This design comes from an exercise in tuning for small area, a short achievable clock period and few clock cycles on the open sky130 flow, not from production work.
Where RTL was checked, it was by simulation tests only, not by an equivalence proof against the original.
Power is estimated from default activity; no workload was simulated.

== red ==
==> module cache_ctrl, before the edit <==
module cache_ctrl #(
   parameter int ADDR_W      = 10,
   parameter int NUM_BLOCKS  = 4,
   parameter int BLOCK_WORDS = 4,
   parameter int CNT_W       = 16
) (
   input  logic                      clk,
   input  logic                      rst_n,
   input  logic                      cpu_req_valid,
   output logic                      cpu_req_ready,
   input  logic                      cpu_we,
   input  logic [ADDR_W-1:0]         cpu_addr,
   input  logic [31:0]               cpu_wdata,
   output logic                      cpu_resp_valid,
   output logic [31:0]               cpu_rdata,
   output logic                      mem_req,
   output logic                      mem_we,
   output logic [ADDR_W-1:0]         mem_addr,
   output logic [32*BLOCK_WORDS-1:0] mem_wdata,
   input  logic [32*BLOCK_WORDS-1:0] mem_rdata,
   input  logic                      mem_done,
   output logic [CNT_W-1:0]          hit_cnt,
   output logic [CNT_W-1:0]          miss_cnt
);
   localparam int TAG_W  = ADDR_W - 6;
   localparam int LINE_W = 32 * BLOCK_WORDS;
   logic [NUM_BLOCKS-1:0] valid_arr;
   logic [NUM_BLOCKS-1:0] dirty_arr;
   logic [TAG_W-1:0]      tag_arr  [NUM_BLOCKS];
   logic [LINE_W-1:0]     data_arr [NUM_BLOCKS];
   logic             r_v;
   logic             r_hit;
   logic [TAG_W-1:0] r_tag;
   logic [1:0]       r_idx;
   logic [1:0]       r_word;
   logic             r_we;
   logic [31:0]      r_wdata;
   logic             rdy;
   logic [LINE_W-1:0] line_buf;
   logic [TAG_W-1:0] mem_tag;
   logic [TAG_W-1:0] in_tag;
   logic [1:0]       in_idx;
   logic             in_hit;
   logic             in_victim_dirty;
   logic             rd_open;
   logic             rd_done;
   logic             wb_done;
   logic             accept;
   logic             unused_addr_bits;
   assign unused_addr_bits = ^cpu_addr[1:0];
   assign in_tag = cpu_addr[ADDR_W-1:6];
   assign in_idx = cpu_addr[5:4];
   assign in_hit          = valid_arr[in_idx] && (tag_arr[in_idx] == in_tag);
   assign in_victim_dirty = valid_arr[in_idx] && dirty_arr[in_idx];
   assign rd_open = mem_req && !mem_we;
   assign rd_done = rd_open && mem_done;
   assign wb_done = mem_req && mem_we && mem_done;
   assign cpu_req_ready = rdy || rd_done;
   assign accept        = cpu_req_valid && cpu_req_ready;
   assign mem_addr = {mem_tag, r_idx, 4'h0};
   assign mem_wdata = line_buf;
   always_ff @(posedge clk or negedge rst_n) begin
      if (!rst_n) begin
         rdy            <= 1'b1;
         r_v            <= 1'b0;
         mem_req        <= 1'b0;
         mem_we         <= 1'b0;
         cpu_resp_valid <= 1'b0;
         valid_arr      <= '0;
         dirty_arr      <= '0;
         hit_cnt        <= '0;
         miss_cnt       <= '0;
      end else begin
         r_v            <= accept;
         cpu_resp_valid <= (r_v && r_hit) || rd_done;
         if (wb_done) mem_we <= 1'b0;
         if (rd_done) begin
            mem_req <= 1'b0;
            rdy     <= 1'b1;
         end
         if (accept) begin
            if (in_hit) begin
               if (cpu_we) dirty_arr[in_idx] <= 1'b1;
            end else begin
               valid_arr[in_idx] <= 1'b1;
               dirty_arr[in_idx] <= cpu_we;
               mem_req           <= 1'b1;
               mem_we            <= in_victim_dirty;
               rdy               <= 1'b0;
            end
         end
         if (r_v) begin
            if (r_hit) begin
               if (hit_cnt != {CNT_W{1'b1}}) hit_cnt <= hit_cnt + CNT_W'(1);
            end else begin
               if (miss_cnt != {CNT_W{1'b1}}) miss_cnt <= miss_cnt + CNT_W'(1);
            end
         end
      end
   end
   always_ff @(posedge clk) begin
      if (accept) begin
         r_hit   <= in_hit;
         r_tag   <= in_tag;
         r_idx   <= in_idx;
         r_word  <= cpu_addr[3:2];
         r_we    <= cpu_we;
         r_wdata <= cpu_wdata;
         if (!in_hit) begin
            tag_arr[in_idx] <= in_tag;
            mem_tag         <= in_victim_dirty ? tag_arr[in_idx] : in_tag;
         end
      end else if (wb_done) begin
         mem_tag <= r_tag;
      end
   end
   logic [31:0] wsrc [BLOCK_WORDS];
   logic [BLOCK_WORDS-1:0] wsel_mem;
   logic [BLOCK_WORDS-1:0] wen;
   always_comb begin
      for (int w = 0; w < BLOCK_WORDS; w++) begin
         wsel_mem[w] = rd_open && !(r_we && r_word == 2'(w));
         wsrc[w]     = wsel_mem[w] ? mem_rdata[32*w +: 32] : r_wdata;
         wen[w]      = rd_open || (r_v && r_hit && r_we && r_word == 2'(w));
      end
   end
   always_ff @(posedge clk) begin
      for (int l = 0; l < NUM_BLOCKS; l++) begin
         for (int w = 0; w < BLOCK_WORDS; w++) begin
            if (r_idx == 2'(l) && wen[w]) data_arr[l][32*w +: 32] <= wsrc[w];
         end
      end
   end
   logic             wb_open;
   logic [1:0]       lb_idx;
   logic [LINE_W-1:0] lb_line;
   logic [BLOCK_WORDS-1:0] lb_byp;
   assign wb_open = mem_req && mem_we;
   assign lb_idx  = wb_open ? r_idx : in_idx;
   assign lb_line = data_arr[lb_idx];
   always_comb begin
      for (int w = 0; w < BLOCK_WORDS; w++) begin
         lb_byp[w] = (lb_idx == r_idx) &&
                     (rd_open || (r_v && r_hit && r_we && r_word == 2'(w)));
      end
   end
   always_ff @(posedge clk) begin
      for (int w = 0; w < BLOCK_WORDS; w++) begin
         line_buf[32*w +: 32] <= lb_byp[w] ? wsrc[w] : lb_line[32*w +: 32];
      end
   end
   always_ff @(posedge clk) begin
      if (rd_open) cpu_rdata <= mem_rdata[{r_word, 5'd0} +: 32];
      else         cpu_rdata <= line_buf[{r_word, 5'd0} +: 32];
   end
endmodule
make LEC_CHECK=0 CAP_MARGIN=20 CORE_MARGIN=2 CORE_UTILIZATION=40 SLEW_MARGIN=20 finish   # period 4.0 ns
run.sh (not shown) runs the stock make flow with config.mk's settings and CLKGATE_MAP_FILE= SYNTH_SCRIPT=/design/flow/synth_recipe.tcl, a recipe that flattens the netlist after the stock synthesis.
## Diff of input files: blue against red
-- flow/design.v --
<<< red, line 37
   logic [31:0]      r_wdata;
   logic             rdy;
   logic [LINE_W-1:0] line_buf;
   logic [TAG_W-1:0] mem_tag;
   logic [TAG_W-1:0] in_tag;
>>> blue, line 37
   logic [31:0]      r_wdata;
   logic             rdy;
   logic [TAG_W-1:0] mem_tag;
   logic [TAG_W-1:0] in_tag;
<<< red, line 59
   assign accept        = cpu_req_valid && cpu_req_ready;
   assign mem_addr = {mem_tag, r_idx, 4'h0};
   assign mem_wdata = line_buf;
   always_ff @(posedge clk or negedge rst_n) begin
      if (!rst_n) begin
>>> blue, line 58
   assign accept        = cpu_req_valid && cpu_req_ready;
   assign mem_addr = {mem_tag, r_idx, 4'h0};
   assign mem_wdata = data_arr[r_idx];
   always_ff @(posedge clk or negedge rst_n) begin
      if (!rst_n) begin
<<< red, line 132
      end
   end
   logic             wb_open;
   logic [1:0]       lb_idx;
   logic [LINE_W-1:0] lb_line;
   logic [BLOCK_WORDS-1:0] lb_byp;
   assign wb_open = mem_req && mem_we;
   assign lb_idx  = wb_open ? r_idx : in_idx;
   assign lb_line = data_arr[lb_idx];
   always_comb begin
      for (int w = 0; w < BLOCK_WORDS; w++) begin
         lb_byp[w] = (lb_idx == r_idx) &&
                     (rd_open || (r_v && r_hit && r_we && r_word == 2'(w)));
      end
   end
   always_ff @(posedge clk) begin
      for (int w = 0; w < BLOCK_WORDS; w++) begin
         line_buf[32*w +: 32] <= lb_byp[w] ? wsrc[w] : lb_line[32*w +: 32];
      end
   end
   always_ff @(posedge clk) begin
      if (rd_open) cpu_rdata <= mem_rdata[{r_word, 5'd0} +: 32];
      else         cpu_rdata <= line_buf[{r_word, 5'd0} +: 32];
   end
endmodule
>>> blue, line 131
      end
   end
   always_ff @(posedge clk) begin
      if (rd_open) cpu_rdata <= mem_rdata[{r_word, 5'd0} +: 32];
      else         cpu_rdata <= data_arr[r_idx][{r_word, 5'd0} +: 32];
   end
endmodule
## What came out
- The timing endpoint of the critical path comes out mem_wdata[70] in one run and line_buf[68] in the other, namely in blue and red respectively.
- Of the two values seen for critical path class, input port to register was produced by red and register to output pin by blue.
- Diff red -> blue: worst slack on hold paths picked up an extra 0.048 ns, area taken by flip-flops and latches lost 2600 um^2, number of distinct standard cells referenced by the synthesized netlist lost about 11%.
- Comparing red against blue, there is no change at all in final-report max-slew violation count.
- Compared with red, in blue combinational fraction of design power has increased, synthesized netlist cell count shows a reduction of about 15%, core area shows a reduction of 13%, slew at the pin with the worst max-slew slack went up 0.078 ns.
Testbench counts of blue, summed over its fixed seeds: cycles 33,730.
For red, only the layout was checked, not whether the RTL still works.

========
willow:
The RTL this note starts from:
==> flow/design.v <==
module cache_ctrl #(
   parameter int ADDR_W      = 10,
   parameter int NUM_BLOCKS  = 4,
   parameter int BLOCK_WORDS = 4,
   parameter int CNT_W       = 16
) (
   input  logic                      clk,
   input  logic                      rst_n,
   input  logic                      cpu_req_valid,
   output logic                      cpu_req_ready,
   input  logic                      cpu_we,
   input  logic [ADDR_W-1:0]         cpu_addr,
   input  logic [31:0]               cpu_wdata,
   output logic                      cpu_resp_valid,
   output logic [31:0]               cpu_rdata,
   output logic                      mem_req,
   output logic                      mem_we,
   output logic [ADDR_W-1:0]         mem_addr,
   output logic [32*BLOCK_WORDS-1:0] mem_wdata,
   input  logic [32*BLOCK_WORDS-1:0] mem_rdata,
   input  logic                      mem_done,
   output logic [CNT_W-1:0]          hit_cnt,
   output logic [CNT_W-1:0]          miss_cnt
);
   localparam int TAG_W  = ADDR_W - 6;
   localparam int LINE_W = 32 * BLOCK_WORDS;
   logic [NUM_BLOCKS-1:0] valid_arr;
   logic [NUM_BLOCKS-1:0] dirty_arr;
   logic [TAG_W-1:0]      tag_arr  [NUM_BLOCKS];
   logic [LINE_W-1:0]     data_arr [NUM_BLOCKS];
   logic             r_v;
   logic             r_hit;
   logic [TAG_W-1:0] r_tag;
   logic [1:0]       r_idx;
   logic [1:0]       r_word;
   logic             r_we;
   logic [31:0]      r_wdata;
   logic             rd_q;
   logic             rdy;
   logic [TAG_W-1:0] mem_tag;
   logic [LINE_W-1:0] line_buf;
   logic [BLOCK_WORDS-1:0] wen_q  [NUM_BLOCKS];   
   logic [BLOCK_WORDS-1:0] wsel_q;                 
   logic [TAG_W-1:0] in_tag;
   logic [1:0]       in_idx;
   logic [1:0]       in_word;
   logic             in_hit;
   logic             in_victim_dirty;
   logic             rd_done;
   logic             wb_done;
   logic             accept;
   logic             acc_miss;
   logic             unused_addr_bits;
   assign unused_addr_bits = ^cpu_addr[1:0];
   assign in_tag  = cpu_addr[ADDR_W-1:6];
   assign in_idx  = cpu_addr[5:4];
   assign in_word = cpu_addr[3:2];
   assign in_hit          = valid_arr[in_idx] && (tag_arr[in_idx] == in_tag);
   assign in_victim_dirty = valid_arr[in_idx] && dirty_arr[in_idx];
   assign rd_done = rd_q && mem_done;
   assign wb_done = mem_we && mem_done;
   assign cpu_req_ready = rdy || rd_done;
   assign accept        = cpu_req_valid && cpu_req_ready;
   assign acc_miss      = accept && !in_hit;
   assign mem_addr  = {mem_tag, r_idx, 4'h0};
   assign mem_wdata = line_buf;
   logic       n_rd;
   logic [1:0] n_idx;
   logic [1:0] n_word;
   logic       n_we;
   logic       n_commit;
   always_comb begin
      n_rd = rd_q;
      if (wb_done) n_rd = 1'b1;
      if (rd_done) n_rd = 1'b0;
      if (acc_miss) n_rd = !in_victim_dirty;
      n_idx    = accept ? in_idx  : r_idx;
      n_word   = accept ? in_word : r_word;
      n_we     = accept ? cpu_we  : r_we;
      n_commit = accept && in_hit && cpu_we;
   end
   always_ff @(posedge clk or negedge rst_n) begin
      if (!rst_n) begin
         rdy            <= 1'b1;
         r_v            <= 1'b0;
         mem_req        <= 1'b0;
         mem_we         <= 1'b0;
         rd_q           <= 1'b0;
         cpu_resp_valid <= 1'b0;
         valid_arr      <= '0;
         dirty_arr      <= '0;
         hit_cnt        <= '0;
         miss_cnt       <= '0;
         wsel_q         <= '0;
         for (int l = 0; l < NUM_BLOCKS; l++) wen_q[l] <= '0;
      end else begin
         r_v            <= accept;
         cpu_resp_valid <= (r_v && r_hit) || rd_done;
         rd_q           <= n_rd;
         if (wb_done) mem_we <= 1'b0;
         if (rd_done) begin
            mem_req <= 1'b0;
            rdy     <= 1'b1;
         end
         if (accept) begin
            valid_arr[in_idx] <= 1'b1;
            dirty_arr[in_idx] <= cpu_we || (in_hit && dirty_arr[in_idx]);
            if (!in_hit) begin
               mem_req <= 1'b1;
               mem_we  <= in_victim_dirty;
               rdy     <= 1'b0;
            end
         end
         for (int w = 0; w < BLOCK_WORDS; w++) begin
            wsel_q[w] <= n_rd && !(n_we && n_word == 2'(w));
            for (int l = 0; l < NUM_BLOCKS; l++) begin
               wen_q[l][w] <= (n_idx == 2'(l)) && (n_rd || (n_commit && in_word == 2'(w)));
            end
         end
         if (r_v) begin
            if (r_hit) begin
               if (hit_cnt != {CNT_W{1'b1}}) hit_cnt <= hit_cnt + CNT_W'(1);
            end else begin
               if (miss_cnt != {CNT_W{1'b1}}) miss_cnt <= miss_cnt + CNT_W'(1);
            end
         end
      end
   end
   always_ff @(posedge clk) begin
      if (accept) begin
         r_hit           <= in_hit;
         r_tag           <= in_tag;
         r_idx           <= in_idx;
         r_word          <= in_word;
         r_we            <= cpu_we;
         r_wdata         <= cpu_wdata;
         tag_arr[in_idx] <= in_tag;
         mem_tag         <= in_victim_dirty ? tag_arr[in_idx] : in_tag;
      end else if (wb_done) begin
         mem_tag <= r_tag;
      end
   end
   logic [31:0] wsrc [BLOCK_WORDS];
   always_comb begin
      for (int w = 0; w < BLOCK_WORDS; w++) begin
         wsrc[w] = wsel_q[w] ? mem_rdata[32*w +: 32] : r_wdata;
      end
   end
   always_ff @(posedge clk) begin
      for (int l = 0; l < NUM_BLOCKS; l++) begin
         for (int w = 0; w < BLOCK_WORDS; w++) begin
            if (wen_q[l][w]) data_arr[l][32*w +: 32] <= wsrc[w];
         end
      end
   end
   logic [LINE_W-1:0]      lb_line;
   logic [BLOCK_WORDS-1:0] lb_byp;
   assign lb_line = data_arr[in_idx];
   assign lb_byp  = wen_q[in_idx];
   always_ff @(posedge clk) begin
      if (!mem_we) begin
         for (int w = 0; w < BLOCK_WORDS; w++) begin
            line_buf[32*w +: 32] <= lb_byp[w] ? wsrc[w] : lb_line[32*w +: 32];
         end
      end
   end
   logic [BLOCK_WORDS-1:0] rsel_lb_q;
   logic [BLOCK_WORDS-1:0] rsel_mem_q;
   logic [31:0]            rd_word;
   always_ff @(posedge clk) begin
      for (int w = 0; w < BLOCK_WORDS; w++) begin
         rsel_lb_q[w]  <= !n_rd && n_word == 2'(w);
         rsel_mem_q[w] <= n_rd && n_word == 2'(w);
      end
   end
   always_comb begin
      rd_word = '0;
      for (int w = 0; w < BLOCK_WORDS; w++) begin
         rd_word = rd_word | ({32{rsel_lb_q[w]}}  & line_buf[32*w +: 32])
                           | ({32{rsel_mem_q[w]}} & mem_rdata[32*w +: 32]);
      end
   end
   always_ff @(posedge clk) begin
      cpu_rdata <= rd_word;
   end
endmodule
clock: 4.0 ns
lec_check: 0
cap_margin: 20
core_margin: 2
core_utilization: 60
cts_cluster_diameter: 100
cts_cluster_size: 24
setup_slack_margin: 1.75
slew_margin: 20
standard.sh (not shown) runs the stock make flow with config.mk's settings and CLKGATE_MAP_FILE= SYNTH_SCRIPT=/design/flow/synth_recipe.tcl, a recipe that flattens the netlist after the stock synthesis.
==> flow/flow/run.sh <==
#!/bin/bash
# Standard ORFS layout with two changes to how it is made:
#  * the resizer may swap cells across footprints (MATCH_CELL_FOOTPRINT=0);
#  * while the ports are buffered (global placement), delay cells are
#    don't-use, so the port buffers are plain buffers.
set -euo pipefail
here=$(pwd)
bash standard.sh synth > synth.log 2>&1
bash standard.sh PRE_GLOBAL_PLACE_TCL="$here/flow/gp_pre.tcl" MATCH_CELL_FOOTPRINT=0 finish > layout.log 2>&1
==> flow/flow/gp_pre.tcl <==
# Keep delay cells out of the port buffers inserted in this step.
set_dont_use [get_lib_cells {sky130_fd_sc_hd__clkdlybuf4s* sky130_fd_sc_hd__dlygate* sky130_fd_sc_hd__dlymetal*}]
Testbench counts of willow, summed over its fixed seeds: cycles 33,730.
Setup changes, willow to violet
--- a/flow/design.v
+++ b/flow/design.v
@@ -41,6 +41,8 @@
    logic [LINE_W-1:0] line_buf;
    logic [BLOCK_WORDS-1:0] wen_q  [NUM_BLOCKS];   
    logic [BLOCK_WORDS-1:0] wsel_q;                 
+   logic [BLOCK_WORDS-1:0] commit_q;               
+   logic [NUM_BLOCKS-1:0]  ridx_q;                 
    logic [TAG_W-1:0] in_tag;
    logic [1:0]       in_idx;
    logic [1:0]       in_word;
@@ -91,8 +93,6 @@
          dirty_arr      <= '0;
          hit_cnt        <= '0;
          miss_cnt       <= '0;
-         wsel_q         <= '0;
-         for (int l = 0; l < NUM_BLOCKS; l++) wen_q[l] <= '0;
       end else begin
          r_v            <= accept;
          cpu_resp_valid <= (r_v && r_hit) || rd_done;
@@ -102,19 +102,14 @@
             mem_req <= 1'b0;
             rdy     <= 1'b1;
          end
+         if (r_v && !r_hit) dirty_arr[r_idx] <= r_we;
          if (accept) begin
             valid_arr[in_idx] <= 1'b1;
-            dirty_arr[in_idx] <= cpu_we || (in_hit && dirty_arr[in_idx]);
+            if (cpu_we) dirty_arr[in_idx] <= 1'b1;
             if (!in_hit) begin
                mem_req <= 1'b1;
                mem_we  <= in_victim_dirty;
                rdy     <= 1'b0;
-            end
-         end
-         for (int w = 0; w < BLOCK_WORDS; w++) begin
-            wsel_q[w] <= n_rd && !(n_we && n_word == 2'(w));
-            for (int l = 0; l < NUM_BLOCKS; l++) begin
-               wen_q[l][w] <= (n_idx == 2'(l)) && (n_rd || (n_commit && in_word == 2'(w)));
             end
          end
          if (r_v) begin
@@ -125,6 +120,16 @@
             end
          end
       end
+   end
+   always_ff @(posedge clk) begin
+      for (int w = 0; w < BLOCK_WORDS; w++) begin
+         wsel_q[w]   <= n_rd && !(n_we && n_word == 2'(w));
+         commit_q[w] <= n_commit && in_word == 2'(w);
+         for (int l = 0; l < NUM_BLOCKS; l++) begin
+            wen_q[l][w] <= (n_idx == 2'(l)) && (n_rd || (n_commit && in_word == 2'(w)));
+         end
+      end
+      for (int l = 0; l < NUM_BLOCKS; l++) ridx_q[l] <= (n_idx == 2'(l));
    end
    always_ff @(posedge clk) begin
       if (accept) begin
@@ -153,15 +158,22 @@
          end
       end
    end
+   logic [NUM_BLOCKS-1:0]  lb_sel;
    logic [LINE_W-1:0]      lb_line;
    logic [BLOCK_WORDS-1:0] lb_byp;
-   assign lb_line = data_arr[in_idx];
-   assign lb_byp  = wen_q[in_idx];
+   always_comb begin
+      lb_line = '0;
+      for (int l = 0; l < NUM_BLOCKS; l++) begin
+         lb_sel[l] = mem_we ? ridx_q[l] : (in_idx == 2'(l));
+         lb_line   = lb_line | ({LINE_W{lb_sel[l]}} & data_arr[l]);
+      end
+      for (int w = 0; w < BLOCK_WORDS; w++) begin
+         lb_byp[w] = ridx_q[in_idx] && (rd_q || commit_q[w]);
+      end
+   end
    always_ff @(posedge clk) begin
-      if (!mem_we) begin
-         for (int w = 0; w < BLOCK_WORDS; w++) begin
-            line_buf[32*w +: 32] <= lb_byp[w] ? wsrc[w] : lb_line[32*w +: 32];
-         end
+      for (int w = 0; w < BLOCK_WORDS; w++) begin
+         line_buf[32*w +: 32] <= lb_byp[w] ? wsrc[w] : lb_line[32*w +: 32];
       end
    end
    logic [BLOCK_WORDS-1:0] rsel_lb_q;
### Flow results
The higher met1 global-route usage came out of willow. Per the comparison of violet with willow, proportion of power drawn by the clock network went up 10 points, peak fanout along the critical path went down 38, worst-case reg-to-reg path depth went up 4, critical path depth went down 2. In the metrics for violet and willow, the one carrying the higher number of DRC markers after the initial detailed-route iteration is willow. Relative to willow, the detailed-route wire length on metal 1 measured on violet has decreased by a little under 10%. Final area of violet falls short of that of willow by a few percent. Against willow, violet comes in 33% lower on total power. violet reports its timing endpoint of the critical path as cpu_req_ready while willow reports line_buf[45]. Against willow, hold slack in violet came out better. Comparing violet and willow, the higher sequential share of layout area is on willow. Relative contribution of sequential cells to total power ended up 4.8 points higher on violet than on willow.
Testbench counts of violet, summed over its fixed seeds: cycles 33,730.

[separate check: timing with driven ports]
No port has a modelled driver above. Below, the same layouts with a new extraction and two added sets of constraints.
Step 1 sets driving cells, clkbuf_16 on the clock port and buf_2 on the other inputs (assumed; they add their load-dependent delay and slew).
Step 2 also shifts input and output timing later by t, the mid clock arrival at the registers, as if the neighbouring blocks saw the same clock.
a / b / c = ideal / step 1 / step 2; a / b = the first two.
run | shift t [ns] | setup slack, ns | slew at the worst register clock pin (ns)
red | 0.680 | 0.853 / 0.892 / 0.212 | 0.06 / 0.06
blue | 0.651 | 0.280 / 0.215 / 0.579 | 0.06 / 0.06
willow | 0.649 | 1.776 / 1.715 / 1.176 | 0.10 / 0.10
violet | 0.651 | 1.780 / 1.719 / 1.179 | 0.10 / 0.10
After both steps setup and hold are still met in every run listed. The setup slack of red, which loses most, moves by +0.039 ns with the drivers and by -0.641 ns with both steps.
